This is an optimization exercise on Yosys and OpenROAD, whose aim is small area and a short achievable clock period, not a production implementation.
RTL that was checked went through simulation tests only; none was proved equivalent to the original.
No functional check of the RTL was part of run 4.
In every run shown here, the design's own scripts or RTL, not TritonCTS, make the clock network.
No driver is modelled on the clock port, so clock power and skew are understated where the tree is cut down; a real chip needs a root buffer or a tree.
Power is estimated from default activity; no workload was simulated.

**flow/design.v**
```verilog
`default_nettype none
package hdmi_loop_pkg;
  localparam int H_ACT   = 16;   
  localparam int H_FP    = 2;    
  localparam int H_SYNC  = 3;    
  localparam int H_BP    = 3;    
  localparam int H_TOTAL = 24;   
  localparam int V_ACT   = 8;    
  localparam int V_FP    = 1;
  localparam int V_SYNC  = 2;    
  localparam int V_BP    = 2;
  localparam int V_TOTAL = 13;   
  localparam int X_BITS = 5;   
  localparam int Y_BITS = 4;   
  localparam int COLOR_BITS   = 8;               
  localparam int PIX565_BITS  = 16;              
  localparam int FRAME_PIXELS = H_ACT * V_ACT;   
  localparam int ADDR_BITS    = 7;               
  typedef enum logic
  {
    WR_WAIT_SYNC,   
    WR_FILL         
  } wr_state_t;
  typedef enum logic
  {
    RD_BLANK,   
    RD_SHOW     
  } rd_state_t;
endpackage
`default_nettype wire
`timescale 1ns/1ps
`default_nettype none
import hdmi_loop_pkg::*;
module video_timing_gen (
  input  logic           core_clk,
  input  logic           rst_in,
  output logic           hs_d1,     
  output logic           vs_d1,
  output logic           de_d1,
  output logic [H_ACT-1:0] col_sel,   
  output logic [V_ACT-1:0] row_sel    
);
  logic [H_TOTAL-1:0] h_pos;
  logic [V_TOTAL-1:0] v_pos;
  assign col_sel = h_pos[H_ACT-1:0];
  assign row_sel = v_pos[V_ACT-1:0];
  always_ff @(posedge core_clk)
  begin
    if (!rst_in)
    begin
      h_pos <= H_TOTAL'(1) << (H_TOTAL - 1);
      v_pos <= V_TOTAL'(1) << (V_TOTAL - 1);
      hs_d1 <= 1'b0;
      vs_d1 <= 1'b0;
      de_d1 <= 1'b0;
    end
    else
    begin
      h_pos <= {h_pos[H_TOTAL-2:0], h_pos[H_TOTAL-1]};
      if (h_pos[H_TOTAL-1])
        v_pos <= {v_pos[V_TOTAL-2:0], v_pos[V_TOTAL-1]};
      de_d1 <= (|h_pos[H_ACT-1:0]) && (|v_pos[V_ACT-1:0]);
      hs_d1 <= |h_pos[H_ACT+H_FP +: H_SYNC];
      vs_d1 <= |v_pos[V_ACT+V_FP +: V_SYNC];
    end
  end
endmodule
`default_nettype wire
`timescale 1ns/1ps
`default_nettype none
import hdmi_loop_pkg::*;
module fb_write_ctrl (
  input  logic                   core_clk,
  input  logic                   rst_in,
  input  logic                   vs_in,
  input  logic                   de_in,
  input  logic [COLOR_BITS-1:0]  r_in,
  input  logic [COLOR_BITS-1:0]  g_in,
  input  logic [COLOR_BITS-1:0]  b_in,
  output logic [7:0]             wr_row_n,
  output logic [15:0]            wr_col_n,
  output logic [PIX565_BITS-1:0] wr_data,
  output logic                   frame_valid
);
  logic [ADDR_BITS-1:0] addr_cnt;
  logic                 frame_full;
  logic                 take;
  assign take = !vs_in && de_in && !frame_full;
  always_ff @(posedge core_clk)
  begin
    if (!rst_in)
    begin
      frame_full  <= 1'b1;
      wr_row_n    <= '1;
      frame_valid <= 1'b0;
    end
    else
    begin
      if (vs_in)
        frame_full <= 1'b0;
      else if (take && addr_cnt == ADDR_BITS'(FRAME_PIXELS - 1))
        frame_full <= 1'b1;
      wr_row_n <= ~({7'b0, take} << addr_cnt[6:4]);
      if (!wr_row_n[7] && !wr_col_n[15])
        frame_valid <= 1'b1;
    end
  end
  always_ff @(posedge core_clk)
  begin
    if (vs_in)
      addr_cnt <= '0;
    else if (take)
      addr_cnt <= addr_cnt + 1'b1;
    wr_col_n <= ~(16'b1 << addr_cnt[3:0]);
    wr_data  <= {r_in[7:3], g_in[7:2], b_in[7:3]};
  end
endmodule
`default_nettype wire
`timescale 1ns/1ps
`default_nettype none
import hdmi_loop_pkg::*;
module fb_mem (
  input  logic                   core_clk,
  input  logic [7:0]             wr_row_n,
  input  logic [15:0]            wr_col_n,
  input  logic [PIX565_BITS-1:0] wr_data,
  input  logic [H_ACT-1:0]       col_sel,
  output logic [V_ACT-1:0][PIX565_BITS-1:0] rd_row
);
  logic [PIX565_BITS-1:0] mem [FRAME_PIXELS];
  logic [PIX565_BITS-1:0] row_word [V_ACT];
  always_comb
  begin
    for (int r = 0; r < V_ACT; r++)
    begin
      row_word[r] = '0;
      for (int c = 0; c < H_ACT; c++)
        row_word[r] = row_word[r] | (mem[r*H_ACT + c] & {PIX565_BITS{col_sel[c]}});
    end
  end
  always_ff @(posedge core_clk)
  begin
    for (int w = 0; w < FRAME_PIXELS; w++)
      if (!wr_row_n[w / H_ACT] && !wr_col_n[w % H_ACT])
        mem[w] <= wr_data;
    for (int r = 0; r < V_ACT; r++)
      rd_row[r] <= row_word[r];   
  end
endmodule
`default_nettype wire
`timescale 1ns/1ps
`default_nettype none
import hdmi_loop_pkg::*;
module fb_read_ctrl (
  input  logic                   core_clk,
  input  logic                   rst_in,
  input  logic                   hs_d1,
  input  logic                   vs_d1,
  input  logic                   de_d1,
  input  logic                   frame_valid,
  input  logic [V_ACT-1:0]       row_sel,   
  input  logic [V_ACT-1:0][PIX565_BITS-1:0] rd_row,
  output logic                   hs_out,
  output logic                   vs_out,
  output logic                   de_out,
  output logic [COLOR_BITS-1:0]  r_out,
  output logic [COLOR_BITS-1:0]  g_out,
  output logic [COLOR_BITS-1:0]  b_out
);
  logic show;   
  logic pix_on;
  logic [PIX565_BITS-1:0] rd_data;
  always_comb
  begin
    rd_data = '0;
    for (int r = 0; r < V_ACT; r++)
      rd_data = rd_data | (rd_row[r] & {PIX565_BITS{row_sel[r]}});
  end
  assign pix_on = de_d1 && show;
  always_ff @(posedge core_clk)
  begin
    if (!rst_in)
    begin
      show   <= 1'b0;
      hs_out <= 1'b0;
      vs_out <= 1'b0;
      de_out <= 1'b0;
      r_out  <= '0;
      g_out  <= '0;
      b_out  <= '0;
    end
    else
    begin
      if (vs_d1 && frame_valid)
        show <= 1'b1;
      hs_out <= hs_d1;
      vs_out <= vs_d1;
      de_out <= de_d1;
      r_out  <= pix_on ? {rd_data[15:11], 3'b000} : '0;
      g_out  <= pix_on ? {rd_data[10:5], 2'b00}   : '0;
      b_out  <= pix_on ? {rd_data[4:0], 3'b000}   : '0;
    end
  end
endmodule
`default_nettype wire
`timescale 1ns/1ps
`default_nettype none
import hdmi_loop_pkg::*;
module hdmi_frame_loop_top (
  input  logic                                 core_clk,
  input  logic                                 rst_in,
  input  logic                                 vs_in,
  input  logic                                 de_in,
  input  logic [hdmi_loop_pkg::COLOR_BITS-1:0] r_in,
  input  logic [hdmi_loop_pkg::COLOR_BITS-1:0] g_in,
  input  logic [hdmi_loop_pkg::COLOR_BITS-1:0] b_in,
  output logic                                 hs_out,
  output logic                                 vs_out,
  output logic                                 de_out,
  output logic [hdmi_loop_pkg::COLOR_BITS-1:0] r_out,
  output logic [hdmi_loop_pkg::COLOR_BITS-1:0] g_out,
  output logic [hdmi_loop_pkg::COLOR_BITS-1:0] b_out,
  output logic                                 frame_valid
);
  logic [7:0]             wr_row_n;
  logic [15:0]            wr_col_n;
  logic [PIX565_BITS-1:0] wr_data;
  logic [H_ACT-1:0]       col_sel;
  logic [V_ACT-1:0]       row_sel;
  logic [V_ACT-1:0][PIX565_BITS-1:0] rd_row;
  logic                   hs_d1;
  logic                   vs_d1;
  logic                   de_d1;
  fb_write_ctrl u_wr (
    .core_clk    (core_clk),
    .rst_in      (rst_in),
    .vs_in       (vs_in),
    .de_in       (de_in),
    .r_in        (r_in),
    .g_in        (g_in),
    .b_in        (b_in),
    .wr_row_n    (wr_row_n),
    .wr_col_n    (wr_col_n),
    .wr_data     (wr_data),
    .frame_valid (frame_valid)
  );
  fb_mem u_mem (
    .core_clk (core_clk),
    .wr_row_n (wr_row_n),
    .wr_col_n (wr_col_n),
    .wr_data  (wr_data),
    .col_sel  (col_sel),
    .rd_row   (rd_row)
  );
  video_timing_gen u_tg (
    .core_clk (core_clk),
    .rst_in   (rst_in),
    .hs_d1    (hs_d1),
    .vs_d1    (vs_d1),
    .de_d1    (de_d1),
    .col_sel  (col_sel),
    .row_sel  (row_sel)
  );
  fb_read_ctrl u_rd (
    .core_clk    (core_clk),
    .rst_in      (rst_in),
    .hs_d1       (hs_d1),
    .vs_d1       (vs_d1),
    .de_d1       (de_d1),
    .frame_valid (frame_valid),
    .row_sel     (row_sel),
    .rd_row      (rd_row),
    .hs_out      (hs_out),
    .vs_out      (vs_out),
    .de_out      (de_out),
    .r_out       (r_out),
    .g_out       (g_out),
    .b_out       (b_out)
  );
endmodule
`default_nettype wire
```
**flow/flow/run.sh**
```bash
#!/bin/bash
set -o pipefail
export PRE_CTS_TCL="$PWD/flow/ctree.tcl"
bash standard.sh finish > standard.log 2>&1
```
**flow/flow/ctree.tcl**
```tcl
# Clock tree for this design, used in place of TritonCTS (loaded through
# ORFS's PRE_CTS_TCL hook; it replaces the clock_tree_synthesis command).
#
# The clock port drives CT_NROOT (4) root buffers placed beside its pin. The
# clock sinks are split by recursive bisection into one group per root, each
# group into CT_NMID (4) parts with a buffer at the centre of each, and each
# part into leaf clusters of at most CT_LEAF_MAX (20) sinks with a buffer at
# the centre of each. Every sink sees the same three buffer stages, so the
# tree is balanced.
proc ct_bisect {pts nmax dmax {k 0}} {
  # pts: list of {x y obj}; split into k clusters (k = ceil(n/nmax) when 0)
  # by proportional recursive bisection across the longer side; a cluster
  # whose bounding box half-perimeter exceeds dmax is split again
  set n [llength $pts]
  if {$k == 0} { set k [expr {($n + $nmax - 1) / $nmax}] }
  set xs [lsort -integer [lmap p $pts {lindex $p 0}]]
  set ys [lsort -integer [lmap p $pts {lindex $p 1}]]
  set w [expr {[lindex $xs end]-[lindex $xs 0]}]
  set h [expr {[lindex $ys end]-[lindex $ys 0]}]
  if {$k <= 1 && ($w + $h <= $dmax || $n < 2)} { return [list $pts] }
  if {$k <= 1} { set k 2 }
  set idx [expr {$w >= $h ? 0 : 1}]
  set s [lsort -integer -index $idx $pts]
  set kl [expr {$k / 2}]
  set cut [expr {($n * $kl + $k / 2) / $k}]
  return [concat [ct_bisect [lrange $s 0 [expr {$cut-1}]] $nmax $dmax $kl] [ct_bisect [lrange $s $cut end] $nmax $dmax [expr {$k - $kl}]]]
}
proc ct_centroid {pts} {
  set sx 0; set sy 0
  foreach p $pts { set sx [expr {$sx + [lindex $p 0]}]; set sy [expr {$sy + [lindex $p 1]}] }
  set n [llength $pts]
  return [list [expr {$sx / $n}] [expr {$sy / $n}]]
}
proc ct_split {pts k} {
  # split into k (power of 2) balanced groups
  set groups [list $pts]
  while {[llength $groups] < $k} {
    set ng {}
    foreach g $groups {
      set xs [lsort -integer [lmap p $g {lindex $p 0}]]
      set ys [lsort -integer [lmap p $g {lindex $p 1}]]
      set idx [expr {([lindex $xs end]-[lindex $xs 0]) >= ([lindex $ys end]-[lindex $ys 0]) ? 0 : 1}]
      set s [lsort -integer -index $idx $g]
      set h [expr {[llength $s] / 2}]
      lappend ng [lrange $s 0 [expr {$h-1}]] [lrange $s $h end]
    }
    set groups $ng
  }
  return $groups
}
proc ct_build {} {
  set NROOT [expr {[info exists ::env(CT_NROOT)] ? $::env(CT_NROOT) : 4}]
  set LEAF_MAX [expr {[info exists ::env(CT_LEAF_MAX)] ? $::env(CT_LEAF_MAX) : 20}]
  set ROOTBUF [expr {[info exists ::env(CT_ROOTBUF)] ? $::env(CT_ROOTBUF) : "sky130_fd_sc_hd__clkbuf_16"}]
  set DMAX [expr {[info exists ::env(CT_DMAX)] ? int($::env(CT_DMAX) * 1000) : 1000000}]
  set NMID [expr {[info exists ::env(CT_NMID)] ? $::env(CT_NMID) : 4}]
  set MIDBUF [expr {[info exists ::env(CT_MIDBUF)] ? $::env(CT_MIDBUF) : "sky130_fd_sc_hd__clkbuf_16"}]
  set FR [expr {[info exists ::env(CT_FR)] ? $::env(CT_FR) : 0.3}]
  set LEAFBUF [expr {[info exists ::env(CT_LEAFBUF)] ? $::env(CT_LEAFBUF) : "sky130_fd_sc_hd__clkbuf_16"}]
  set db [ord::get_db]
  set block [ord::get_db_block]
  set clk [$block findNet core_clk]
  set bt [$block findBTerm core_clk]
  set bb [$bt getBBox]
  set px [expr {([$bb xMin] + [$bb xMax]) / 2}]
  set py [expr {([$bb yMin] + [$bb yMax]) / 2}]
  set core [$block getCoreArea]
  set pts {}
  foreach it [$clk getITerms] {
    set inst [$it getInst]
    set b [$inst getBBox]
    lappend pts [list [expr {([$b xMin]+[$b xMax])/2}] [expr {([$b yMin]+[$b yMax])/2}] $it]
  }
  puts "CT: [llength $pts] sinks, port at $px $py"
  set rmaster [$db findMaster $ROOTBUF]
  set lmaster [$db findMaster $LEAFBUF]
  set mmaster [$db findMaster $MIDBUF]
  set groups [ct_split $pts $NROOT]
  set gi 0; set li 0
  foreach g $groups {
    # root buffer beside the port pin, pulled a little toward its group
    lassign [ct_centroid $g] gx gy
    set rx [expr {$px + int(($gx - $px) * $FR)}]
    set ry [expr {$py + int(($gy - $py) * $FR)}]
    set rx [expr {max([$core xMin], min([$core xMax] - 20000, $rx))}]
    set ry [expr {max([$core yMin], min([$core yMax] - 3000, $ry))}]
    set rinst [odb::dbInst_create $block $rmaster "ctroot_$gi"]
    $rinst setLocation $rx $ry
    $rinst setPlacementStatus PLACED
    set rnet [odb::dbNet_create $block "ctnet_root_$gi"]
    $rnet setSigType CLOCK
    [$rinst findITerm A] connect $clk
    [$rinst findITerm X] connect $rnet
    set subs [list $g]
    if {$NMID > 1} { set subs [ct_split $g $NMID] }
    set mi 0
    foreach sg $subs {
      set dnet $rnet
      if {$NMID > 1} {
        lassign [ct_centroid $sg] mx my
        set minst [odb::dbInst_create $block $mmaster "ctmid_${gi}_$mi"]
        $minst setLocation [expr {$mx - 5000}] $my
        $minst setPlacementStatus PLACED
        set dnet [odb::dbNet_create $block "ctnet_mid_${gi}_$mi"]
        $dnet setSigType CLOCK
        [$minst findITerm A] connect $rnet
        [$minst findITerm X] connect $dnet
        incr mi
      }
      foreach c [ct_bisect $sg $LEAF_MAX $DMAX] {
        lassign [ct_centroid $c] cx cy
        set linst [odb::dbInst_create $block $lmaster "ctleaf_$li"]
        $linst setLocation [expr {$cx - 5000}] $cy
        $linst setPlacementStatus PLACED
        set lnet [odb::dbNet_create $block "ctnet_leaf_$li"]
        $lnet setSigType CLOCK
        [$linst findITerm A] connect $dnet
        foreach p $c {
          set it [lindex $p 2]
          $it disconnect
          $it connect $lnet
        }
        [$linst findITerm X] connect $lnet
        incr li
      }
    }
    incr gi
  }
  puts "CT: $gi roots, $li leaves"
}

rename clock_tree_synthesis my_orig_clock_tree_synthesis
proc clock_tree_synthesis {args} {
  ct_build
  set_propagated_clock [all_clocks]
}
```
**flow/standard.sh**
```bash
#!/bin/bash
# synth_recipe.tcl (not shown) runs the flow's synth.tcl, then flattens the netlist and writes it again
# the make line also repeats each setting of config.mk as NAME=value (left out here)
make -C /OpenROAD-flow-scripts/flow DESIGN_CONFIG=/design/flow/config.mk WORK_HOME=/design/flow/orfs CLKGATE_MAP_FILE= SYNTH_SCRIPT=/design/flow/synth_recipe.tcl "${@:-finish}"
```
**flow/config.mk**
```make
export PLATFORM = sky130hd
export DESIGN_NAME = hdmi_frame_loop_top
export DESIGN_NICKNAME = hdmi_frame_loop_top
export VERILOG_FILES = /design/flow/design.v
export SDC_FILE = /design/flow/constraint.sdc
export NUM_CORES = 4
export LEC_CHECK = 0
export CAP_MARGIN = 20
export CORE_MARGIN = 2
export CORE_UTILIZATION = 70
export SETUP_SLACK_MARGIN = 2.2
export SLEW_MARGIN = 60
```
**flow/constraint.sdc**
```tcl
create_clock -name core_clock -period 4.0 [get_ports {core_clk}]
set_input_delay 0.8000 -clock core_clock [delete_from_list [all_inputs] [get_ports {core_clk}]]
set_output_delay 0.8000 -clock core_clock [all_outputs]
set_load 0.01 [all_outputs]
```
==> run_results.csv, run 1 <==
group,metric,value,unit
critical_path,cpMaxStageDelayCell,"dfxtp_4",
floorplanning,die_area,115700,um^2
global_routing,grt_max_degree,66,
timing,drv_slew,0,
pwr,p_switching,7.974,mW
clock_network,clkTransAtPathRegs,0.07,ns
global_routing,met1_usage,58.23,%
floorplanning,row_count,123,
synthesis,syn_inst,4078,
critical_path,cp.required,3.20,ns
timing,max_slew_margin,54.46,%
clock_network,cts_hold_buffers,0,
synthesis,ys_types,34,
layout,post-route-cell-area,90480,um^2
timing,hold_viol,0,
pwr,seqPwrFrac,64.1,%
layout,layout.area.seq,66470,um^2
synthesis,yosys-top-cells-area,"edfxtp_1, dfxtp_1, a221oi_1, a22o_1, clkbuf_1",
clock_network,clock_latency,0.61,ns
layout,multi_input_area,12960,um^2
timing,setup_tns,0,ns
detailed_routing,dr.pass1.iters,6,
pwr,ir_drop,462.9,uV
global_routing,grtUsageTotal,40.62,%
placement,hpwl,134.3,mm
synthesis,synth_edf_count,2048,
timing,period_needed,1.920,ns
critical_path,path_cells,"buf_6",
floorplanning,die_h,340.2,um
synthesis,post_synth.cell_area_avg,19.40,um^2
placement,placed_area,84750,um^2
global_routing,antenna_found_initial,4,
layout,fillCellCount,5461,
critical_path,start_kind,"register",
critical_path,path_buf_inv,1,
pwr,p_int,32.88,mW
critical_path,cp.arrival,1.12,ns
synthesis,synth_common_cells,"edfxtp_1, a221oi_1, a22o_1",
global_routing,grt_pass1_wl,327.5,mm
global_routing,use_met2,60.77,%
timing,post-route-period-util,47.99,%
synthesis,synth_top_area_cell,"edfxtp_1",
pwr,clockPowerShare,33.6,%
global_routing,overflow,0,
floorplanning,initial_core_util,70.43,%
synthesis,synthArstFlopShare,0,%
detailed_routing,drtIter0Drc,8293,
layout,area_growth,14.35,%
pwr,power.share.combinational,2.2,%
global_routing,use_met3,10.87,%
critical_path,cp_top_family,"flip-flops",
timing,fin_hold_ws,0.4459,ns
timing,setup_viol,0,
detailed_routing,drc,0,
detailed_routing,antenna_left,0,
synthesis,yosysTopAreaCellShare,77.73,%
critical_path,slowest_delay,0.42,ns
placement,dp_cells,5629,
timing,tightest_slew,0.6832,ns
global_routing,grt_busiest_layer,"met2",
pwr,leakage,28.51,nW
synthesis,yosysMostFrequentCell,"edfxtp_1",
critical_path,critPathKind,"reg2out",
critical_path,crit_fanout,1,
layout,finalNetCount,4393,
pwr,p_sw_share,19.52,%
synthesis,yosysWarnings,6,
placement,io_buffers,39,
floorplanning,io_pins,56,
synthesis,ys_seq_area_share,83.72,%
detailed_routing,route.vias.total,45870,
critical_path,endpoint_kind,"output port",
global_routing,grt_pass1_vias,43480,
outcome,outcome,"no timing/DRC/antenna violations",
pwr,power.total,40.85,mW
detailed_routing,wl_per_cell,40.84,um
job,drv_cap,0,
pwr,p_per_area,451.5,nW/um^2
detailed_routing,drt-vias-per-instance,7.829,
layout,fin_cells,5859,
synthesis,syn_area,79120,um^2
synthesis,ys_seq_elements,2285,
floorplanning,die-width,340.2,um
timing,finClkSkew,0.06528,ns
floorplanning,coreArea,112300,um^2
layout,drive_above_1_share,19.37,%
hold_path,hp-class,"reg2reg",
detailed_routing,wl,239.3,mm
timing,fmax,0.5210,GHz
timing,rsz0062_at_grt,"yes",
placement,gp_congestion,0.9408,
synthesis,ys.flop_type,"edfxtp_1",
## state kept, by name, summed over array words and instances (netlist names), 5 cells and up
name / count
u_rd.r_out: 5
u_rd.b_out: 5
u_wr.wr_row_n: 8
u_wr.wr_data: 16
u_rd.g_out: 6
u_wr.wr_col_n: 16
u_tg.v_pos: 13
u_mem.mem: 2048
u_mem.rd_row: 128
u_tg.h_pos: 24
u_wr.addr_cnt: 7
## cells in the final DEF (no fill, tap or decap), types with 13 or more instances in the layout
master,n
nor2_2,77
a221oi_2,84
buf_8,18
a221oi_1,440
a31oi_1,16
nor2_4,51
mux2i_1,13
buf_16,46
a22oi_1,30
a22o_1,524
nand2_1,25
nand4_1,129
buf_12,53
and2_1,26
dfxtp_4,54
dfxtp_2,18
dfxtp_1,165
edfxtp_1,2048
buf_6,75
buf_4,181
clkbuf_16,154
clkdlybuf4s50_1,16
nor2b_1,16
## path summary, 6_finish.rpt
check        depth (start not counted)           from  slack [ns]          endpoint
max reg2reg                          6  u_tg.h_pos[4]        2.10  u_mem.rd_row[41]
min reg2reg                          1     u_tg.hs_d1        0.45       u_rd.hs_out
max                                  1  u_rd.b_out[7]        2.08          b_out[7]
min                                  1     u_tg.hs_d1        0.45       u_rd.hs_out
## cell type report
class | count | area share [%]
inverters | 4 | 0.01659
flip-flops and latches | 2285 | 73.46
repair buffers | 417 | 6.021
multi-input cells | 1503 | 14.32
well taps | 1500 | 2.074
diodes | 2 | 0.005532
plain buffers | 148 | 4.093
## layer usage
| metal | vias to the layer above | part of all wire, % |
|---|---|---|
| met3 | 696 | 16 |
| met2 | 4175 | 45 |
| met4 | 2 | 5.1 |
| li1 | 17760 | - |
| met5 | - | 0.0050 |
| met1 | 23230 | 34 |
## timing repair
| item | 4_1_cts | 5_1_grt |
|---|---|---|
| gates resized for setup | 187 | 79 |
| cloned | 17 | 6 |
| setup buffers | 39 | 10 |
| endpoints found under the setup margin | 147 | 94 |
| pin swaps | 13 | 22 |
## through the flow
step,setup WS (ns),util (%)
5_1_grt,2.065,80.53
3_3_place_gp,1.231,73.25
4_1_cts,2.071,79.85
3_5_place_dp,1.135,75.44
6_report,2.080,80.53
2_1_floorplan,1.944,-
## power groups by stage
stage,clock network (mW),registers [mW],logic [mW]
floorplan,0,26.8,0.275
global placement,0,26.9,0.521
detailed placement,0,26.8,0.783
CTS,13.7,26.2,0.837
global route,14.5,26.2,0.940
finish,13.7,26.2,0.909
## cell families (layout without fill, tap and decap cells)
group / count (synthesis) / in the layout / synth area share [%]
other: 1 / 10 / 0.004739
muxes: 13 / 13 / 0.1645
and+or+nand+nor: 356 / 356 / 2.312
buffers and inverters: 297 / 569 / 1.458
adders and majority gates: 6 / 6 / 0.09488
DFF: 2285 / 2285 / 83.72
AOI/OAI and AO/OA: 1120 / 1120 / 12.24
==> run 2, diff against run 1 <==
--- a/flow/flow/ctree.tcl
+++ b/flow/flow/ctree.tcl
@@ -6,3 +6,3 @@
 # group into CT_NMID (4) parts with a buffer at the centre of each, and each
-# part into leaf clusters of at most CT_LEAF_MAX (20) sinks with a buffer at
+# part into leaf clusters of at most CT_LEAF_MAX (24) sinks with a buffer at
 # the centre of each. Every sink sees the same three buffer stages, so the
@@ -52,3 +52,3 @@
   set NROOT [expr {[info exists ::env(CT_NROOT)] ? $::env(CT_NROOT) : 4}]
-  set LEAF_MAX [expr {[info exists ::env(CT_LEAF_MAX)] ? $::env(CT_LEAF_MAX) : 20}]
+  set LEAF_MAX [expr {[info exists ::env(CT_LEAF_MAX)] ? $::env(CT_LEAF_MAX) : 24}]
   set ROOTBUF [expr {[info exists ::env(CT_ROOTBUF)] ? $::env(CT_ROOTBUF) : "sky130_fd_sc_hd__clkbuf_16"}]
--- a/flow/config.mk
+++ b/flow/config.mk
@@ -11,2 +11,2 @@
 export SETUP_SLACK_MARGIN = 2.2
-export SLEW_MARGIN = 60
+export SLEW_MARGIN = 30
==> run 2 against run 1 <==
Against the previous run:
- flip-flop and latch count unchanged
- largest power group unchanged
- wire length up 1.3%
- area after synthesis unchanged
- critical endpoint is now r_out[7]
==> run_results.csv, run 2 <==
group,metric,value,unit
outcome,outcome,"no timing/DRC/antenna violations",
timing,hold_viol,0,
clock_network,cts_hold_buffers,0,
layout,drive_above_1_share,14.92,%
detailed_routing,route.vias.total,45130,
placement,dp_cells,5507,
floorplanning,die_area,115700,um^2
layout,fin_cells,5704,
layout,layout_common_cells,"edfxtp_1, a22o_1, a221oi_1",
clock_network,clkTransAtPathRegs,0.09,ns
timing,worst_slack,2.078,ns
timing,setup_tns,0,ns
timing,fin_hold_ws,0.4532,ns
detailed_routing,wl_per_cell,42.48,um
hold_path,hold-path-endpoint,"u_mem.rd_row[93]",
synthesis,synth_common_cells,"edfxtp_1, a221oi_1, a22o_1",
detailed_routing,drt-vias-per-instance,7.912,
pwr,power.total,39.11,mW
synthesis,synth_top_area_cell,"edfxtp_1",
timing,finClkSkew,0.08225,ns
floorplanning,row_count,123,
critical_path,cp.arrival,1.12,ns
layout,post-route-cell-area,87210,um^2
synthesis,syn_area,79120,um^2
detailed_routing,antenna_left,0,
hold_path,hp-class,"reg2reg",
critical_path,slowest_delay,0.44,ns
critical_path,path_cells,"buf_6",
floorplanning,io_pins,56,
synthesis,yosysTopAreaCellShare,77.73,%
global_routing,antenna_found_initial,9,
timing,rsz0062_at_grt,"yes",
critical_path,cpMaxStageDelayCell,"dfxtp_4",
timing,fmax,0.5203,GHz
critical_path,r2r_end,"u_rd.r_out[3]",
synthesis,syn_inst,4078,
layout,finalNetCount,4239,
synthesis,synthArstFlopShare,0,%
timing,drv_slew,0,
synthesis,post_synth.cell_area_avg,19.40,um^2
timing,tightest_slew,0.9932,ns
placement,placed_area,82590,um^2
timing,period_needed,1.922,ns
synthesis,yosys-top-cells-area,"edfxtp_1, dfxtp_1, a221oi_1, a22o_1, clkbuf_1",
layout,reg.largest.list,"u_mem.mem: 2048 flops, u_mem.rd_row: 128 flops, u_tg.h_pos: 24 flops",
global_routing,grt_max_degree,95,
critical_path,start_kind,"register",
global_routing,grt_pass1_vias,42130,
synthesis,ys.flop_type,"edfxtp_1",
critical_path,path_buf_inv,1,
layout,final_common_cell,"edfxtp_1",
critical_path,reg2reg_from,"u_tg.v_pos[4]",
global_routing,grtUsageTotal,40.76,%
critical_path,critPathKind,"reg2out",
detailed_routing,dr.pass1.iters,6,
synthesis,ys_types,34,
global_routing,use_met2,60.17,%
critical_path,cp_top_family,"flip-flops",
pwr,p_per_area,448.5,nW/um^2
synthesis,synth_edf_count,2048,
critical_path,reg2reg_slack,2.11,ns
critical_path,cp.required,3.20,ns
timing,max_slew_margin,33.78,%
timing,setup_viol,0,
synthesis,ys_seq_area_share,83.72,%
placement,hpwl,120.7,mm
hold_path,whs_path_depth,2,
clock_network,clock_latency,0.61,ns
placement,io_buffers,39,
global_routing,use_met3,12.36,%
layout,regMostFlops,"u_mem.mem",
global_routing,grt_busiest_layer,"met2",
hold_path,min_from,"u_mem.mem[95][13]",
job,drv_cap,0,
synthesis,yosysMostFrequentCell,"edfxtp_1",
placement,pre_cts_ws,1.197,ns
floorplanning,die-width,340.2,um
pwr,ir_drop,500.3,uV
floorplanning,die_h,340.2,um
floorplanning,initial_core_util,70.43,%
global_routing,grt_pass1_wl,325.9,mm
global_routing,met1_usage,58.19,%
timing,post-route-period-util,48.05,%
layout,area_growth,10.22,%
synthesis,ys_seq_elements,2285,
pwr,leakage,26.94,nW
layout,utilization,77.63,%
detailed_routing,drtIter0Drc,8907,
synthesis,yosysWarnings,6,
detailed_routing,drc,0,
placement,gp_congestion,0.9408,
layout,fillCellCount,5901,
detailed_routing,wl,242.3,mm
critical_path,endpoint_kind,"output port",
critical_path,crit_fanout,1,
critical_path,reg2regPathDepth,4,
global_routing,overflow,0,
floorplanning,coreArea,112300,um^2
layout,largest_reg_flops,2048,
[run 2: changes by cell type in the layout (fill, tap and decap cells not counted), sizes merged]
cell,previous run,this run
dlygate4sd2,1,0
clkdlybuf4s15,1,2
diode,2,1
buf,383,273
clkbuf,156,118
bufbuf,8,2
[run 2: worst register-to-register path, delay by kind of cell, from the launching register on]
family	cells	cell delay, ns
flops	1	0.50
buf+inv	1	0.30
compound gates	3	0.86
[run 2: layout make-up]
type                            count  area, um^2  share of cell area [%]
Inverter                            4       15.01                 0.01722
Sequential cell                  2285       66440                   76.19
Buffer                            116        2903                   3.329
Tap cell                         1500        1877                   2.152
Antenna cell                        1       2.502                0.002869
Multi-Input combinational cell   1503       12520                   14.35
Timing Repair Buffer              295        3450                   3.956
[run 2: how the worst max path moves through the flow]
stage / end / from / cells after the start
after CTS: r_out[7] / u_rd.r_out[7] / 1
after global routing: r_out[7] / u_rd.r_out[7] / 1
final: r_out[7] / u_rd.r_out[7] / 1
after floorplan: u_wr.addr_cnt[5] / vs_in / 5
after global placement: u_wr.addr_cnt[5] / vs_in / 4
after detailed placement: u_wr.wr_row_n[3] / vs_in / 4
[run 2: report_power, final]
part           total [mW]  internal (mW)  leakage (nW)  switching [mW]
registers            26.3           26.0          20.4           0.299
logic               0.770          0.240          5.14           0.530
clock network        12.0           5.22          1.43            6.82
total                39.1           31.5          26.9            7.65
[run 2: what timing repair did]
item	in CTS	in global routing
pin swaps	5	4
endpoints found under the setup margin	416	331
gates resized for setup	159	35
gates cloned	2	1
buffers inserted	59	16
[run 2: cells by family after synthesis]
kind of cell / count (synthesis) / synth area share (%)
adders and majority gates: 6 / 0.09488
DFF: 2285 / 83.72
buffers and inverters: 297 / 1.458
and+or+nand+nor: 356 / 2.312
other: 1 / 0.004739
AOI/OAI and AO/OA: 1120 / 12.24
muxes: 13 / 0.1645
[run 2: per-layer routing]
metal	wire length [um]	up-vias
met5	54	-
met4	12130	8
met3	39950	633
met2	108900	4122
met1	81250	22950
li1	-	17410
==> run 3, diff against run 2 <==
--- a/flow/design.v
+++ b/flow/design.v
@@ -38,2 +38,3 @@
   output logic           vs_d1,
+  output logic           vs_next,   
   output logic           de_d1,
@@ -46,2 +47,3 @@
   assign row_sel = v_pos[V_ACT-1:0];
+  assign vs_next = |v_pos[V_ACT+V_FP +: V_SYNC];
   always_ff @(posedge core_clk)
@@ -63,3 +65,3 @@
       hs_d1 <= |h_pos[H_ACT+H_FP +: H_SYNC];
-      vs_d1 <= |v_pos[V_ACT+V_FP +: V_SYNC];
+      vs_d1 <= vs_next;
     end
@@ -158,2 +160,3 @@
   input  logic                   vs_d1,
+  input  logic                   vs_next,
   input  logic                   de_d1,
@@ -193,3 +196,3 @@
     begin
-      if (vs_d1 && frame_valid)
+      if (vs_next && frame_valid)
         show <= 1'b1;
@@ -232,2 +235,3 @@
   logic                   vs_d1;
+  logic                   vs_next;
   logic                   de_d1;
@@ -259,2 +263,3 @@
     .vs_d1    (vs_d1),
+    .vs_next  (vs_next),
     .de_d1    (de_d1),
@@ -268,2 +273,3 @@
     .vs_d1       (vs_d1),
+    .vs_next     (vs_next),
     .de_d1       (de_d1),
==> run 3 against run 2 <==
Against the previous run:
- clock skew grew 0.0013 ns
- register-to-register slack lost 0.04 ns
- combinational power fell by 2%
- sequential share of layout area rose by 0.19 points
==> run_results.csv, run 3 <==
group,metric,value,unit
detailed_routing,drt-vias-per-instance,7.931,
synthesis,ys.flop_type,"edfxtp_1",
global_routing,use_met3,10.76,%
timing,drv_slew,0,
hold_path,hp-class,"reg2reg",
pwr,p_int,31.46,mW
synthesis,syn_inst,4078,
synthesis,synth_top_area_cell,"edfxtp_1",
hold_path,min_from,"u_tg.h_pos[16]",
timing,worst_slack,2.069,ns
synthesis,yosys-top-cells-area,"edfxtp_1, dfxtp_1, a221oi_1, a22o_1, clkbuf_1",
timing,tightest_slew,1.204,ns
pwr,p_per_area,449.1,nW/um^2
critical_path,cp_top_family,"compound AO/OA/AOI/OAI gates",
layout,area_growth,9.929,%
layout,post-route-cell-area,86980,um^2
timing,setup_tns,0,ns
synthesis,ys_seq_area_share,83.72,%
critical_path,reg2reg_from,"u_tg.v_pos[1]",
global_routing,met1_usage,57.77,%
layout,layout_common_cells,"edfxtp_1, a22o_1, a221oi_1",
layout,final_common_cell,"edfxtp_1",
detailed_routing,wl,239.9,mm
placement,placed_area,82510,um^2
timing,period_needed,1.931,ns
global_routing,antenna_found_initial,15,
synthesis,synth_common_cells,"edfxtp_1, a221oi_1, a22o_1",
timing,setup_viol,0,
critical_path,cp.arrival,2.34,ns
floorplanning,initial_core_util,70.43,%
floorplanning,die_h,340.2,um
critical_path,r2r_end,"u_rd.b_out[5]",
critical_path,reg2reg_slack,2.07,ns
placement,pre_cts_ws,1.070,ns
critical_path,reg2regPathDepth,3,
outcome,outcome,"no timing/DRC/antenna violations",
detailed_routing,wl_per_cell,42.11,um
global_routing,grt_busiest_layer,"met2",
floorplanning,coreArea,112300,um^2
synthesis,post_synth.cell_area_avg,19.40,um^2
synthesis,yosysTopAreaCellShare,77.72,%
critical_path,start_kind,"register",
critical_path,path_buf_inv,1,
global_routing,grt_pass1_vias,42120,
synthesis,ys_types,34,
critical_path,path_cells,"buf_4 > a221oi_2 > a31oi_1",
timing,hold_viol,0,
pwr,ir_drop,502.5,uV
detailed_routing,antenna_left,0,
pwr,clockPowerShare,30.8,%
timing,finClkSkew,0.08354,ns
timing,max_slew_margin,19.62,%
floorplanning,io_pins,56,
synthesis,syn_area,79130,um^2
timing,fmax,0.5179,GHz
detailed_routing,route.vias.total,45170,
floorplanning,row_count,123,
pwr,power.share.combinational,1.9,%
pwr,leakage,26.89,nW
critical_path,crit_fanout,15,
pwr,p_switching,7.603,mW
clock_network,clock_latency,0.60,ns
layout,finalNetCount,4230,
global_routing,grt_max_degree,99,
synthesis,yosysWarnings,6,
critical_path,slowest_delay,0.73,ns
detailed_routing,drtIter0Drc,8155,
synthesis,synthArstFlopShare,0,%
layout,drive_above_1_share,14.12,%
critical_path,endpoint_kind,"register",
critical_path,cp.required,4.41,ns
hold_path,hold-path-endpoint,"u_tg.h_pos[17]",
clock_network,clkTransAtPathRegs,0.10,ns
detailed_routing,drc,0,
global_routing,grtUsageTotal,40.44,%
floorplanning,die-width,340.2,um
global_routing,grt_pass1_wl,323.7,mm
timing,rsz0062_at_grt,"yes",
synthesis,ys_seq_elements,2285,
layout,regMostFlops,"u_mem.mem",
critical_path,cpMaxStageDelayCell,"a221oi_2",
placement,io_buffers,39,
layout,reg.largest.list,"u_mem.mem: 2048 flops, u_mem.rd_row: 128 flops, u_tg.h_pos: 24 flops",
synthesis,yosysMostFrequentCell,"edfxtp_1",
job,drv_cap,0,
timing,post-route-period-util,48.27,%
global_routing,overflow,0,
placement,gp_congestion,0.8903,
pwr,seqPwrFrac,67.3,%
floorplanning,die_area,115700,um^2
layout,largest_reg_flops,2048,
critical_path,critPathKind,"reg2reg",
pwr,p_sw_share,19.46,%
detailed_routing,dr.pass1.iters,12,
placement,hpwl,117.7,mm
synthesis,synth_edf_count,2048,
hold_path,whs_path_depth,1,
global_routing,use_met2,60.65,%
-- run 3: kinds of logic after synthesis --
group           after synthesis  share of synthesized area [%]
compound gates             1121                          12.26
simple gates                355                          2.304
other cells                   1                       0.004739
buf+inv                     297                          1.458
flops                      2285                          83.72
fa+ha+maj                     6                        0.09487
mux                          13                         0.1644
-- run 3: per-stage QoR --
| stage | total power [mW] | instances | utilization, % | hold slack, ns |
|---|---|---|---|---|
| final | 39.07 | 5696 | 77.43 | 0.4389 |
| after floorplan | 27.04 | 4085 | - | 0.3863 |
| after global placement | 27.42 | 5498 | 73.17 | 0.4078 |
| after global routing | 39.78 | 5694 | 77.42 | 0.4471 |
| after detailed placement | 27.47 | 5502 | 73.44 | 0.4011 |
| after CTS | 38.95 | 5655 | 76.90 | 0.4333 |
-- run 3: timing repair --
item | CTS | global route
gates cloned | 6 | 2
gates resized for setup | 164 | 28
pin swaps | 3 | 2
endpoints found under the setup margin | 464 | 198
hold buffers | 0 | 0
buffers inserted | 31 | 31
-- run 3: how the worst max path moves through the flow --
stage | start | endpoint | slack, ns | cells past startpoint
global route | u_rd.b_out[7] | b_out[7] | 2.08 | 1
CTS | u_rd.r_out[6] | r_out[6] | 1.98 | 1
finish | u_tg.v_pos[1] | u_rd.b_out[5] | 2.07 | 3
global placement | vs_in | u_wr.wr_row_n[3] | 1.10 | 4
detailed placement | vs_in | u_wr.wr_row_n[3] | 1.07 | 4
floorplan | vs_in | u_wr.addr_cnt[5] | 1.94 | 5
-- run 3: final cells by class --
cell class / instances / area [um^2]
Fill cell: 5913 / 25360
Antenna cell: 2 / 5.005
Multi-Input combinational cell: 1503 / 12390
Tap cell: 1500 / 1877
Buffer: 116 / 2903
Sequential cell: 2285 / 66430
Timing Repair Buffer: 286 / 3357
Inverter: 4 / 15.01
-- run 3: power by group through the flow --
stage	Clock [mW]	Combinational [mW]	Sequential (mW)
after global placement	0	0.495	26.9
after floorplan	0	0.274	26.8
after CTS	12.0	0.614	26.3
after global routing	12.7	0.781	26.3
final	12.0	0.754	26.3
after detailed placement	0	0.552	26.9
-- run 3: layer usage --
metal	vias to the layer above	share of wire, %
li1	17390	-
met1	23010	34
met2	4106	45
met3	664	16
met4	10	5.1
met5	-	0.027
==> run 4, diff against run 3 <==
--- a/flow/design.v
+++ b/flow/design.v
@@ -38,3 +38,2 @@
   output logic           vs_d1,
-  output logic           vs_next,   
   output logic           de_d1,
@@ -47,3 +46,2 @@
   assign row_sel = v_pos[V_ACT-1:0];
-  assign vs_next = |v_pos[V_ACT+V_FP +: V_SYNC];
   always_ff @(posedge core_clk)
@@ -65,3 +63,3 @@
       hs_d1 <= |h_pos[H_ACT+H_FP +: H_SYNC];
-      vs_d1 <= vs_next;
+      vs_d1 <= |v_pos[V_ACT+V_FP +: V_SYNC];
     end
@@ -81,2 +79,3 @@
   input  logic [COLOR_BITS-1:0]  b_in,
+  input  logic                   phase,
   output logic [7:0]             wr_row_n,
@@ -116,3 +115,3 @@
     wr_col_n <= ~(16'b1 << addr_cnt[3:0]);
-    wr_data  <= {r_in[7:3], g_in[7:2], b_in[7:3]};
+    wr_data  <= {r_in[7:3], g_in[7:2], b_in[7:3]} ^ {PIX565_BITS{phase}};
   end
@@ -129,3 +128,4 @@
   input  logic [H_ACT-1:0]       col_sel,
-  output logic [V_ACT-1:0][PIX565_BITS-1:0] rd_row
+  output logic [V_ACT-1:0][PIX565_BITS-1:0] rd_row,
+  output logic                   phase
 );
@@ -145,4 +145,4 @@
     for (int w = 0; w < FRAME_PIXELS; w++)
-      if (!wr_row_n[w / H_ACT] && !wr_col_n[w % H_ACT])
-        mem[w] <= wr_data;
+      mem[w] <= (!wr_row_n[w / H_ACT] && !wr_col_n[w % H_ACT]) ? wr_data : ~mem[w];
+    phase <= !phase;
     for (int r = 0; r < V_ACT; r++)
@@ -160,3 +160,2 @@
   input  logic                   vs_d1,
-  input  logic                   vs_next,
   input  logic                   de_d1,
@@ -165,2 +164,3 @@
   input  logic [V_ACT-1:0][PIX565_BITS-1:0] rd_row,
+  input  logic                   phase,
   output logic                   hs_out,
@@ -180,2 +180,3 @@
       rd_data = rd_data | (rd_row[r] & {PIX565_BITS{row_sel[r]}});
+    rd_data = rd_data ^ {PIX565_BITS{!phase}};
   end
@@ -196,3 +197,3 @@
     begin
-      if (vs_next && frame_valid)
+      if (vs_d1 && frame_valid)
         show <= 1'b1;
@@ -235,4 +236,4 @@
   logic                   vs_d1;
-  logic                   vs_next;
   logic                   de_d1;
+  logic                   phase;
   fb_write_ctrl u_wr (
@@ -245,2 +246,3 @@
     .b_in        (b_in),
+    .phase       (phase),
     .wr_row_n    (wr_row_n),
@@ -256,3 +258,4 @@
     .col_sel  (col_sel),
-    .rd_row   (rd_row)
+    .rd_row   (rd_row),
+    .phase    (phase)
   );
@@ -263,3 +266,2 @@
     .vs_d1    (vs_d1),
-    .vs_next  (vs_next),
     .de_d1    (de_d1),
@@ -273,3 +275,2 @@
     .vs_d1       (vs_d1),
-    .vs_next     (vs_next),
     .de_d1       (de_d1),
@@ -278,2 +279,3 @@
     .rd_row      (rd_row),
+    .phase       (phase),
     .hs_out      (hs_out),
--- a/flow/flow/ctree.tcl
+++ b/flow/flow/ctree.tcl
@@ -131,2 +131,24 @@
 
+# The port buffers that ORFS inserts are delay cells (clkdlybuf4s50_1);
+# make each output port's buffer a plain buf_6, as the resizer's footprint
+# matching would not.
+proc ct_size_output_buffers {} {
+  set block [ord::get_db_block]
+  set n 0
+  foreach bt [$block getBTerms] {
+    if {[$bt getIoType] != "OUTPUT"} { continue }
+    set net [$bt getNet]
+    foreach it [$net getITerms] {
+      if {![$it isOutputSignal]} { continue }
+      set inst [$it getInst]
+      set m [[$inst getMaster] getName]
+      if {[regexp {^sky130_fd_sc_hd__(clkdlybuf|dlygate|dlymetal|buf_|clkbuf_)} $m]} {
+        replace_cell [$inst getName] sky130_fd_sc_hd__buf_6
+        incr n
+      }
+    }
+  }
+  puts "CT: $n output port buffers set to buf_6"
+}
+
 rename clock_tree_synthesis my_orig_clock_tree_synthesis
@@ -134,2 +156,3 @@
   ct_build
+  ct_size_output_buffers
   set_propagated_clock [all_clocks]
==> run 4 against run 3 <==
Against the previous run:
- still clean
- area after synthesis up 1.2%
- utilization down 3.9 points
- clock power about the same
- critical path depth up 1
- power down 6.3%
- sequential power down 12%
- via count up 49%
- global-route usage up 2.1 points
- register-to-register slack worse by 0.07 ns
- final area down 3.8%
==> run_results.csv, run 4 <==
group,metric,value,unit
global_routing,antenna_found_initial,10,
synthesis,syn_inst,8926,
layout,reg.largest.list,"u_mem.mem: 2048 flops, u_mem.rd_row: 128 flops, u_tg.h_pos: 24 flops",
layout,final_common_cell,"dfxtp_1",
critical_path,reg2regPathDepth,4,
floorplanning,row_count,124,
timing,drv_slew,0,
timing,finClkSkew,0.06869,ns
layout,fillCellCount,8591,
layout,area_growth,4.504,%
floorplanning,die_area,117200,um^2
critical_path,critPathKind,"reg2reg",
synthesis,synthArstFlopShare,0,%
clock_network,clock_latency,0.61,ns
critical_path,crit_fanout,11,
layout,finalNetCount,8235,
global_routing,grt_max_degree,131,
critical_path,start_kind,"register",
critical_path,endpoint_kind,"register",
synthesis,yosysWarnings,6,
synthesis,ys_seq_area_share,57.13,%
hold_path,hold-path-endpoint,"u_rd.hs_out",
synthesis,synth_common_cells,"dfxtp_1, nor2_1, a21oi_1",
timing,fmax,0.4989,GHz
floorplanning,die-width,342.3,um
global_routing,grtUsageTotal,42.58,%
detailed_routing,dr.pass1.iters,6,
job,drv_cap,0,
detailed_routing,drtIter0Drc,9830,
timing,rsz0062_at_grt,"yes",
floorplanning,die_h,342.3,um
critical_path,slowest_delay,0.51,ns
global_routing,overflow,0,
timing,setup_viol,0,
synthesis,ys_seq_elements,2286,
layout,drive_above_1_share,5.915,%
placement,io_buffers,39,
detailed_routing,antenna_left,0,
timing,hold_viol,0,
placement,hpwl,137.3,mm
critical_path,r2r_end,"u_rd.r_out[7]",
hold_path,min_from,"u_tg.hs_d1",
pwr,power.total,36.60,mW
hold_path,hp-class,"reg2reg",
timing,setup_tns,0,ns
floorplanning,coreArea,113900,um^2
synthesis,synth_edf_count,0,
layout,largest_reg_flops,2048,
timing,post-route-period-util,50.11,%
clock_network,cts_hold_buffers,0,
synthesis,syn_area,80110,um^2
critical_path,cp.arrival,2.51,ns
pwr,p_per_area,437.2,nW/um^2
synthesis,yosysMostFrequentCell,"dfxtp_1",
detailed_routing,route.vias.total,67210,
critical_path,cp.required,4.50,ns
detailed_routing,wl_per_cell,27.51,um
pwr,ir_drop,478.2,uV
synthesis,yosys-top-cells-area,"dfxtp_1, a21oi_1, nor2_1, a221oi_1, a22o_1",
placement,gp_congestion,0.9073,
clock_network,clkTransAtPathRegs,0.10,ns
layout,layout_common_cells,"dfxtp_1, nor2_1, a21oi_1",
synthesis,ys_types,40,
synthesis,synth_top_area_cell,"dfxtp_1",
outcome,outcome,"no timing/DRC/antenna violations",
floorplanning,io_pins,56,
synthesis,yosysTopAreaCellShare,57.13,%
timing,tightest_slew,1.099,ns
critical_path,path_cells,"buf_4 > a22oi_2 > nand4_1 > mux2i_1",
critical_path,reg2reg_slack,2.00,ns
critical_path,reg2reg_from,"u_tg.v_pos[6]",
detailed_routing,drc,0,
synthesis,post_synth.cell_area_avg,8.975,um^2
floorplanning,initial_core_util,70.34,%
timing,period_needed,2.004,ns
timing,max_slew_margin,26.72,%
synthesis,ys.flop_type,"dfxtp_1",
pwr,leakage,35.64,nW
hold_path,whs_path_depth,1,
detailed_routing,drt-vias-per-instance,6.920,
critical_path,cpMaxStageDelayCell,"dfxtp_1",
global_routing,grt_pass1_wl,380.2,mm
detailed_routing,wl,267.2,mm
global_routing,grt_pass1_vias,61140,
layout,regMostFlops,"u_mem.mem",
-- run 4: per-layer routing --
metal  share of wire, %  global-route usage [%]
met1                 37                   57.22
met2                 43                   66.23
met3                 14                   9.049
met4                5.6                   19.14
met5              0.040                       0
-- run 4: power by group --
group          internal (mW)  switching [mW]  total (mW)
registers               22.9           0.294        23.2
clock network           5.23            7.07        12.3
logic                  0.415           0.652        1.07
total                   28.6            8.02        36.6
-- run 4: layout make-up --
type / count / area, um^2 / area share (%)
multi-input combinational: 5632 / 30780 / 36.76
tap: 1512 / 1892 / 2.260
buffer: 116 / 2903 / 3.467
inverter: 7 / 26.28 / 0.03139
timing repair buffer: 158 / 2152 / 2.571
antenna: 1 / 2.502 / 0.002989
sequential: 2286 / 45960 / 54.90
-- run 4: how the worst max path moves through the flow --
stage	startpoint	end	slack [ns]	cells past startpoint
detailed placement	vs_in	u_wr.wr_row_n[3]	1.45	4
global placement	vs_in	u_wr.wr_row_n[3]	1.47	4
global route	u_rd.g_out[6]	g_out[6]	2.06	1
CTS	u_tg.v_pos[6]	u_rd.r_out[7]	1.96	4
finish	u_tg.v_pos[6]	u_rd.r_out[7]	2.00	4
floorplan	vs_in	u_wr.addr_cnt[3]	2.11	5
-- run 4: kinds of logic (layout without fill, tap and decap cells) --
family	count (synthesis)	in the layout	synth area share (%)
AND/OR/NAND/NOR	2420	2421	12.42
buffers and inverters	1016	281	5.095
AO/OA/AOI/OAI	3152	3152	24.73
other	1	9	0.004681
flip-flops	2286	2286	57.13
XOR/XNOR	16	16	0.1749
adder cells (fa/ha/maj)	6	6	0.09371
multiplexers	29	29	0.3624
-- run 4: metrics by stage --
stage	std cells	setup slack, ns	util [%]	cell area, um^2	hold slack, ns
final	9712	1.996	73.51	83720	0.4241
after global routing	9711	2.060	73.51	83710	0.4411
after detailed placement	9563	1.454	69.87	79570	0.4197
after global placement	9560	1.466	69.80	79490	0.4140
after CTS	9695	1.963	73.11	83250	0.4324
after floorplan	8933	2.114	-	80140	0.3863
-- run 4: critical path, delay by kind of cell, from the launching register on --
| kind | cells | cell delay [ns] |
|---|---|---|
| DFF | 1 | 0.51 |
| and+or+nand+nor | 1 | 0.43 |
| muxes | 1 | 0.31 |
| AOI/OAI and AO/OA | 1 | 0.37 |
| buffers and inverters | 1 | 0.30 |
-- run 4: timing repair --
item                        CTS  global route
gates cloned                  0             4
setup endpoints to repair  1705           829
pin swaps                     0             2
buffers inserted             16            11
resized for setup           166            53
==> run 5, diff against run 4 <==
--- a/flow/design.v
+++ b/flow/design.v
@@ -38,3 +38,5 @@
   output logic           vs_d1,
+  output logic           vs_next,   
   output logic           de_d1,
+  output logic           de_next,   
   output logic [H_ACT-1:0] col_sel,   
@@ -46,2 +48,4 @@
   assign row_sel = v_pos[V_ACT-1:0];
+  assign vs_next = |v_pos[V_ACT+V_FP +: V_SYNC];
+  assign de_next = (|h_pos[H_ACT-1:0]) && (|v_pos[V_ACT-1:0]);
   always_ff @(posedge core_clk)
@@ -61,5 +65,5 @@
         v_pos <= {v_pos[V_TOTAL-2:0], v_pos[V_TOTAL-1]};
-      de_d1 <= (|h_pos[H_ACT-1:0]) && (|v_pos[V_ACT-1:0]);
+      de_d1 <= de_next;
       hs_d1 <= |h_pos[H_ACT+H_FP +: H_SYNC];
-      vs_d1 <= |v_pos[V_ACT+V_FP +: V_SYNC];
+      vs_d1 <= vs_next;
     end
@@ -160,3 +164,5 @@
   input  logic                   vs_d1,
+  input  logic                   vs_next,
   input  logic                   de_d1,
+  input  logic                   de_next,
   input  logic                   frame_valid,
@@ -172,5 +178,10 @@
 );
-  logic show;   
-  logic pix_on;
+  logic                   show;        
+  logic                   show_next;
+  logic                   pix_next;    
+  logic [V_ACT-1:0]       pix_row;     
+  logic                   pix_flip;    
   logic [PIX565_BITS-1:0] rd_data;
+  assign show_next = show || (vs_next && frame_valid);
+  assign pix_next  = de_next && show_next;
   always_comb
@@ -179,6 +190,5 @@
     for (int r = 0; r < V_ACT; r++)
-      rd_data = rd_data | (rd_row[r] & {PIX565_BITS{row_sel[r]}});
-    rd_data = rd_data ^ {PIX565_BITS{!phase}};
-  end
-  assign pix_on = de_d1 && show;
+      rd_data = rd_data | (rd_row[r] & {PIX565_BITS{pix_row[r]}});
+    rd_data = rd_data ^ {PIX565_BITS{pix_flip}};
+  end
   always_ff @(posedge core_clk)
@@ -187,9 +197,11 @@
     begin
-      show   <= 1'b0;
-      hs_out <= 1'b0;
-      vs_out <= 1'b0;
-      de_out <= 1'b0;
-      r_out  <= '0;
-      g_out  <= '0;
-      b_out  <= '0;
+      show     <= 1'b0;
+      pix_row  <= '0;
+      pix_flip <= 1'b0;
+      hs_out   <= 1'b0;
+      vs_out   <= 1'b0;
+      de_out   <= 1'b0;
+      r_out    <= '0;
+      g_out    <= '0;
+      b_out    <= '0;
     end
@@ -197,10 +209,11 @@
     begin
-      if (vs_d1 && frame_valid)
-        show <= 1'b1;
-      hs_out <= hs_d1;
-      vs_out <= vs_d1;
-      de_out <= de_d1;
-      r_out  <= pix_on ? {rd_data[15:11], 3'b000} : '0;
-      g_out  <= pix_on ? {rd_data[10:5], 2'b00}   : '0;
-      b_out  <= pix_on ? {rd_data[4:0], 3'b000}   : '0;
+      show     <= show_next;
+      pix_row  <= row_sel & {V_ACT{pix_next}};
+      pix_flip <= phase && pix_next;
+      hs_out   <= hs_d1;
+      vs_out   <= vs_d1;
+      de_out   <= de_d1;
+      r_out    <= {rd_data[15:11], 3'b000};
+      g_out    <= {rd_data[10:5], 2'b00};
+      b_out    <= {rd_data[4:0], 3'b000};
     end
@@ -236,3 +249,5 @@
   logic                   vs_d1;
+  logic                   vs_next;
   logic                   de_d1;
+  logic                   de_next;
   logic                   phase;
@@ -266,3 +281,5 @@
     .vs_d1    (vs_d1),
+    .vs_next  (vs_next),
     .de_d1    (de_d1),
+    .de_next  (de_next),
     .col_sel  (col_sel),
@@ -275,3 +292,5 @@
     .vs_d1       (vs_d1),
+    .vs_next     (vs_next),
     .de_d1       (de_d1),
+    .de_next     (de_next),
     .frame_valid (frame_valid),
==> run 5 against run 4 <==
Against the previous run:
- clock skew rose by 0.014 ns
- maximum frequency rose by 3.7%
- register-to-register slack improved by 0.07 ns
- final area rose by 0.18%
- critical path depth fell by 1
- worst setup slack improved by 0.072 ns
- synthesized cell count rose by 0.24%
- worst hold slack improved by 0.0070 ns
- utilization barely moved
==> run_results.csv, run 5 <==
group,metric,value,unit
layout,area_growth,4.371,%
critical_path,crit_fanout,32,
layout,drive_above_1_share,5.774,%
global_routing,grtUsageTotal,43.10,%
pwr,ir_drop,475.5,uV
detailed_routing,route.vias.total,67520,
critical_path,startpoint,"u_wr.wr_row_n[2]",
layout,finalNetCount,8263,
synthesis,yosysMostFrequentCell,"dfxtp_1",
floorplanning,initial_core_util,70.47,%
detailed_routing,antenna_left,0,
clock_network,cts_hold_buffers,0,
timing,setup_tns,0,ns
timing,period_needed,1.932,ns
layout,largest_reg_flops,2048,
placement,hpwl,142.1,mm
global_routing,antenna_found_initial,11,
timing,hold_viol,0,
critical_path,reg2reg_slack,2.07,ns
global_routing,overflow,0,
job,drv_cap,0,
synthesis,post_synth.cell_area_avg,8.982,um^2
timing,finClkSkew,0.08273,ns
critical_path,reg2reg_from,"u_wr.wr_row_n[2]",
synthesis,ys.flop_type,"dfxtp_1",
layout,reg.largest.list,"u_mem.mem: 2048 flops, u_mem.rd_row: 128 flops, u_tg.h_pos: 24 flops",
pwr,power.total,36.88,mW
layout,post-route-cell-area,83870,um^2
synthesis,synthArstFlopShare,0,%
floorplanning,io_pins,56,
synthesis,synth_common_cells,"dfxtp_1, nor2_1, a21oi_1",
critical_path,cp.required,4.50,ns
pwr,leakage,35.71,nW
timing,setup_viol,0,
synthesis,yosysTopAreaCellShare,57.17,%
timing,post-route-period-util,48.31,%
critical_path,cp.arrival,2.43,ns
synthesis,synth_top_area_cell,"dfxtp_1",
layout,final_common_cell,"dfxtp_1",
hold_path,hold-path-endpoint,"u_mem.mem[31][14]",
detailed_routing,wl_per_cell,27.76,um
global_routing,grt_max_degree,113,
synthesis,ys_seq_elements,2295,
floorplanning,die-width,342.8,um
floorplanning,row_count,124,
layout,layout_common_cells,"dfxtp_1, nor2_1, a21oi_1",
detailed_routing,drtIter0Drc,10500,
timing,max_slew_margin,38.76,%
placement,gp_congestion,0.8737,
critical_path,reg2regPathDepth,3,
placement,placed_area,79640,um^2
synthesis,yosys-top-cells-area,"dfxtp_1, a21oi_1, nor2_1, a221oi_1, a22o_1",
floorplanning,die_h,342.8,um
outcome,outcome,"no timing/DRC/antenna violations",
synthesis,syn_inst,8947,
detailed_routing,drt-vias-per-instance,6.930,
floorplanning,die_area,117500,um^2
synthesis,ys_seq_area_share,57.17,%
synthesis,yosysWarnings,6,
placement,io_buffers,39,
critical_path,start_kind,"register",
layout,regMostFlops,"u_mem.mem",
timing,tightest_slew,0.9185,ns
synthesis,ys_types,41,
critical_path,r2r_end,"u_mem.mem[34][0]",
detailed_routing,wl,270.5,mm
detailed_routing,dr.pass1.iters,9,
critical_path,critPathKind,"reg2reg",
hold_path,hp-class,"reg2reg",
detailed_routing,drc,0,
timing,fmax,0.5175,GHz
global_routing,grt_pass1_vias,61660,
timing,rsz0062_at_grt,"yes",
floorplanning,coreArea,114000,um^2
global_routing,grt_pass1_wl,384.1,mm
synthesis,synth_edf_count,0,
timing,drv_slew,0,
hold_path,min_from,"u_mem.mem[31][14]",
hold_path,whs_path_depth,1,
synthesis,syn_area,80360,um^2
pwr,p_per_area,439.7,nW/um^2
clock_network,clkTransAtPathRegs,0.09,ns
clock_network,clock_latency,0.62,ns
critical_path,endpoint_kind,"register",
-- run 5: changes by cell type in the layout (fill, tap and decap cells not counted), moves of 9 or more --
cell,delta
or2_4,-10
a22oi_2,-28
a22oi_1,+28
or2_1,-9
or2_2,+18
-- run 5: cell families (layout without fill, tap and decap cells) --
logic type	count (synthesis)	after routing	synth area share, %
other	1	12	0.004667
XOR/XNOR	16	16	0.1744
buffers and inverters	1016	288	5.063
adder cells (fa/ha/maj)	6	6	0.09342
multiplexers	29	29	0.3612
flip-flops	2295	2295	57.17
AND/OR/NAND/NOR	2430	2431	12.45
AO/OA/AOI/OAI	3154	3154	24.68
-- run 5: cell type report --
| cell class | instances | area [um^2] |
|---|---|---|
| antenna | 4 | 10.01 |
| buffer | 116 | 2903 |
| multi-input combinational | 5644 | 30690 |
| tap | 1512 | 1892 |
| inverter | 7 | 26.28 |
| timing repair buffer | 165 | 2186 |
| sequential | 2295 | 46160 |
| fill | 8481 | 30160 |
-- run 5: report_power, final --
group / switching [mW] / total [mW] / internal, mW
clock network: 7.13 / 12.4 / 5.23
logic: 0.671 / 1.09 / 0.423
registers: 0.326 / 23.4 / 23.1
-- run 5: repair_timing --
item	CTS	global route
resized for setup	134	60
gates cloned	0	3
buffers inserted	21	23
endpoints found under the setup margin	2222	1144
-- run 5: worst max path at each step --
stage,endpoint,slack [ns]
final,u_mem.mem[34][0],2.07
after global routing,u_mem.mem[37][0],2.02
after CTS,u_mem.mem[91][6],1.98
after detailed placement,u_wr.addr_cnt[4],1.51
after global placement,u_wr.addr_cnt[4],1.50
after floorplan,u_wr.addr_cnt[3],2.11
-- run 5: per-stage QoR --
stage	utilization [%]	hold WS, ns	worst slack, ns	std cells
after CTS	73.04	0.4322	1.983	9713
after global routing	73.54	0.4402	2.024	9739
after global placement	69.82	0.4139	1.505	9575
after floorplan	-	0.3863	2.111	8954
final	73.55	0.4311	2.068	9743
after detailed placement	69.84	0.4195	1.510	9576
-- run 5: critical path, cell delays in order (launching register included) --
cell and delay (ns):
dfxtp_1 0.73, or2_2 0.83, nor2_1 0.10, a21oi_1 0.16
-- run 5: layer usage --
metal / part of all wire (%) / track usage, %
met2: 44 / 66.99
met4: 6.1 / 23.44
met3: 13 / 9.896
met1: 37 / 55.90
met5: 0.013 / 0
==> run 6, diff against run 5 <==
--- a/flow/design.v
+++ b/flow/design.v
@@ -85,3 +85,3 @@
   output logic [7:0]             wr_row_n,
-  output logic [15:0]            wr_col_n,
+  output logic [1:0][15:0]       wr_col_n,
   output logic [PIX565_BITS-1:0] wr_data,
@@ -108,3 +108,3 @@
       wr_row_n <= ~({7'b0, take} << addr_cnt[6:4]);
-      if (!wr_row_n[7] && !wr_col_n[15])
+      if (!wr_row_n[7] && !wr_col_n[1][15])
         frame_valid <= 1'b1;
@@ -118,3 +118,4 @@
       addr_cnt <= addr_cnt + 1'b1;
-    wr_col_n <= ~(16'b1 << addr_cnt[3:0]);
+    for (int h = 0; h < 2; h++)
+      wr_col_n[h] <= ~((16'b1 << addr_cnt[3:0]) & {16{addr_cnt[6] == h[0]}});
     wr_data  <= {r_in[7:3], g_in[7:2], b_in[7:3]} ^ {PIX565_BITS{phase}};
@@ -129,3 +130,3 @@
   input  logic [7:0]             wr_row_n,
-  input  logic [15:0]            wr_col_n,
+  input  logic [1:0][15:0]       wr_col_n,
   input  logic [PIX565_BITS-1:0] wr_data,
@@ -149,3 +150,4 @@
     for (int w = 0; w < FRAME_PIXELS; w++)
-      mem[w] <= (!wr_row_n[w / H_ACT] && !wr_col_n[w % H_ACT]) ? wr_data : ~mem[w];
+      mem[w] <= (!wr_row_n[w / H_ACT] && !wr_col_n[w / (FRAME_PIXELS / 2)][w % H_ACT]) ?
+                wr_data : ~mem[w];
     phase <= !phase;
@@ -242,3 +244,3 @@
   logic [7:0]             wr_row_n;
-  logic [15:0]            wr_col_n;
+  logic [1:0][15:0]       wr_col_n;
   logic [PIX565_BITS-1:0] wr_data;
--- a/flow/flow/ctree.tcl
+++ b/flow/flow/ctree.tcl
@@ -8,3 +8,3 @@
 # the centre of each. Every sink sees the same three buffer stages, so the
-# tree is balanced.
+# tree is balanced. The output ports' buffers are made buf_6.
 proc ct_bisect {pts nmax dmax {k 0}} {
==> run 6 against run 5 <==
Against the previous run:
- worst hold slack worse by 0.0093 ns
- area after synthesis is 0.92% higher
- first-iteration DRC count is 14% lower
- highest routed layer unchanged
==> run_results.csv, run 6 <==
group,metric,value,unit
outcome,outcome,"no timing/DRC/antenna violations",
critical_path,endpoint_kind,"output port",
floorplanning,io_pins,56,
detailed_routing,dr.pass1.iters,7,
synthesis,ys_types,44,
synthesis,synth_edf_count,0,
timing,fmax,0.5165,GHz
detailed_routing,drt-vias-per-instance,6.880,
layout,final_common_cell,"dfxtp_1",
layout,multi_input_area,30720,um^2
layout,layout_common_cells,"dfxtp_1, nor2_1, a21oi_1",
critical_path,start_kind,"register",
pwr,power.total,37.21,mW
pwr,p_per_area,442.7,nW/um^2
timing,tightest_slew,1.008,ns
pwr,power.share.combinational,2.7,%
synthesis,yosysTopAreaCellShare,57.05,%
critical_path,path_cells,"buf_6",
floorplanning,die_h,344.4,um
timing,max_slew_margin,32.83,%
placement,gp_congestion,0.9301,
detailed_routing,wl,266.3,mm
layout,fillCellCount,8644,
pwr,p_int,29.11,mW
layout,utilization,73.32,%
global_routing,grt_max_degree,81,
layout,regMostFlops,"u_mem.mem",
layout,post-route-cell-area,84070,um^2
synthesis,ys.flop_type,"dfxtp_1",
clock_network,clkTransAtPathRegs,0.09,ns
floorplanning,die-width,344.4,um
placement,placed_area,80160,um^2
timing,post-route-period-util,48.41,%
timing,rsz0062_at_grt,"yes",
timing,finClkSkew,0.07194,ns
global_routing,grt_pass1_vias,61500,
floorplanning,row_count,124,
detailed_routing,drc,0,
global_routing,antenna_found_initial,9,
synthesis,ys_seq_area_share,57.05,%
layout,layout.area.seq,46470,um^2
synthesis,ys_seq_elements,2311,
detailed_routing,drtIter0Drc,9017,
synthesis,synth_common_cells,"dfxtp_1, nor2_1, a21oi_1",
synthesis,synthArstFlopShare,0,%
clock_network,clock_latency,0.61,ns
critical_path,slowest_delay,0.41,ns
global_routing,grtUsageTotal,42.53,%
global_routing,overflow,0,
critical_path,cp.arrival,1.14,ns
pwr,p_switching,8.105,mW
detailed_routing,wl_per_cell,27.27,um
critical_path,cpMaxStageDelayCell,"dfxtp_4",
critical_path,critPathKind,"reg2out",
clock_network,cts_hold_buffers,0,
global_routing,grt_pass1_wl,381.6,mm
layout,drive_above_1_share,5.659,%
synthesis,yosysMostFrequentCell,"dfxtp_1",
pwr,p_sw_share,21.78,%
timing,drv_slew,0,
synthesis,yosysWarnings,6,
floorplanning,initial_core_util,70.73,%
critical_path,cp.required,3.20,ns
pwr,ir_drop,452.4,uV
critical_path,cp_top_family,"flip-flops",
placement,hpwl,142.3,mm
timing,setup_tns,0,ns
hold_path,hp-class,"reg2reg",
synthesis,synth_top_area_cell,"dfxtp_1",
timing,setup_viol,0,
placement,io_buffers,39,
-- run 6: area by class of cell --
| cell class | count | area share, % |
|---|---|---|
| Inverter | 6 | 0.02679 |
| Antenna cell | 2 | 0.005953 |
| Sequential cell | 2311 | 55.28 |
| Multi-Input combinational cell | 5667 | 36.55 |
| Buffer | 123 | 3.661 |
| Timing Repair Buffer | 146 | 2.232 |
| Tap cell | 1512 | 2.250 |
-- run 6: cells by family (layout without fill, tap and decap cells) --
group | Yosys count | count (layout) | share of synthesized area (%)
multiplexers | 30 | 30 | 0.3718
XOR/XNOR | 16 | 16 | 0.1728
other | 1 | 10 | 0.004624
AND/OR/NAND/NOR | 2455 | 2455 | 12.57
AO/OA/AOI/OAI | 3152 | 3152 | 24.44
adder cells (fa/ha/maj) | 6 | 6 | 0.09257
buffers and inverters | 1017 | 275 | 5.303
flip-flops | 2311 | 2311 | 57.05
-- run 6: power groups by stage --
stage / Clock (mW) / Sequential [mW] / Combinational [mW]
4_1_cts: 12.6 / 23.5 / 0.957
2_1_floorplan: 0 / 23.8 / 0.786
5_1_grt: 13.4 / 23.5 / 1.08
6_report: 12.7 / 23.5 / 1.01
3_5_place_dp: 0 / 24.0 / 0.920
3_3_place_gp: 0 / 24.0 / 0.895
-- run 6: final timing paths --
check,from,end,slack (ns),depth (start not counted)
max,u_rd.b_out[4],b_out[4],2.06,1
min,u_tg.h_pos[22],u_tg.h_pos[23],0.42,1
max reg2reg,u_rd.pix_row[7],u_rd.g_out[2],2.12,3
min reg2reg,u_tg.h_pos[22],u_tg.h_pos[23],0.42,1
-- run 6: worst register-to-register path, stage by stage, from the launching register on --
cell	delay, ns
dfxtp_2	0.54
a22oi_1	0.84
nand4_1	0.25
mux2i_1	0.17
-- run 6: per-stage QoR --
step,std cells,setup slack [ns]
2_1_floorplan,8995,2.288
3_3_place_gp,9613,1.456
3_5_place_dp,9614,1.445
4_1_cts,9758,2.082
5_1_grt,9766,2.067
6_report,9767,2.064
-- run 6: per-layer routing --
layer  share of wire (%)  track usage, %
met5               0.021               0
met4                 6.2           23.09
met3                  12           8.372
met1                  38           55.83
met2                  44           66.42
-- run 6: timing repair --
item | 4_1_cts | 5_1_grt
gates resized for setup | 55 | 56
hold endpoints to repair | 0 | 0
buffers inserted | 21 | 7
setup endpoints to repair | 236 | 216

Re-timed with assumed drivers on the ports (clkbuf_16 on the clock, buf_2 on other inputs), run 6 has 1.974 ns of setup slack against 2.064 ns with ideal ports, and 1.641 ns once port delays also move by the mid clock arrival of 0.666 ns.
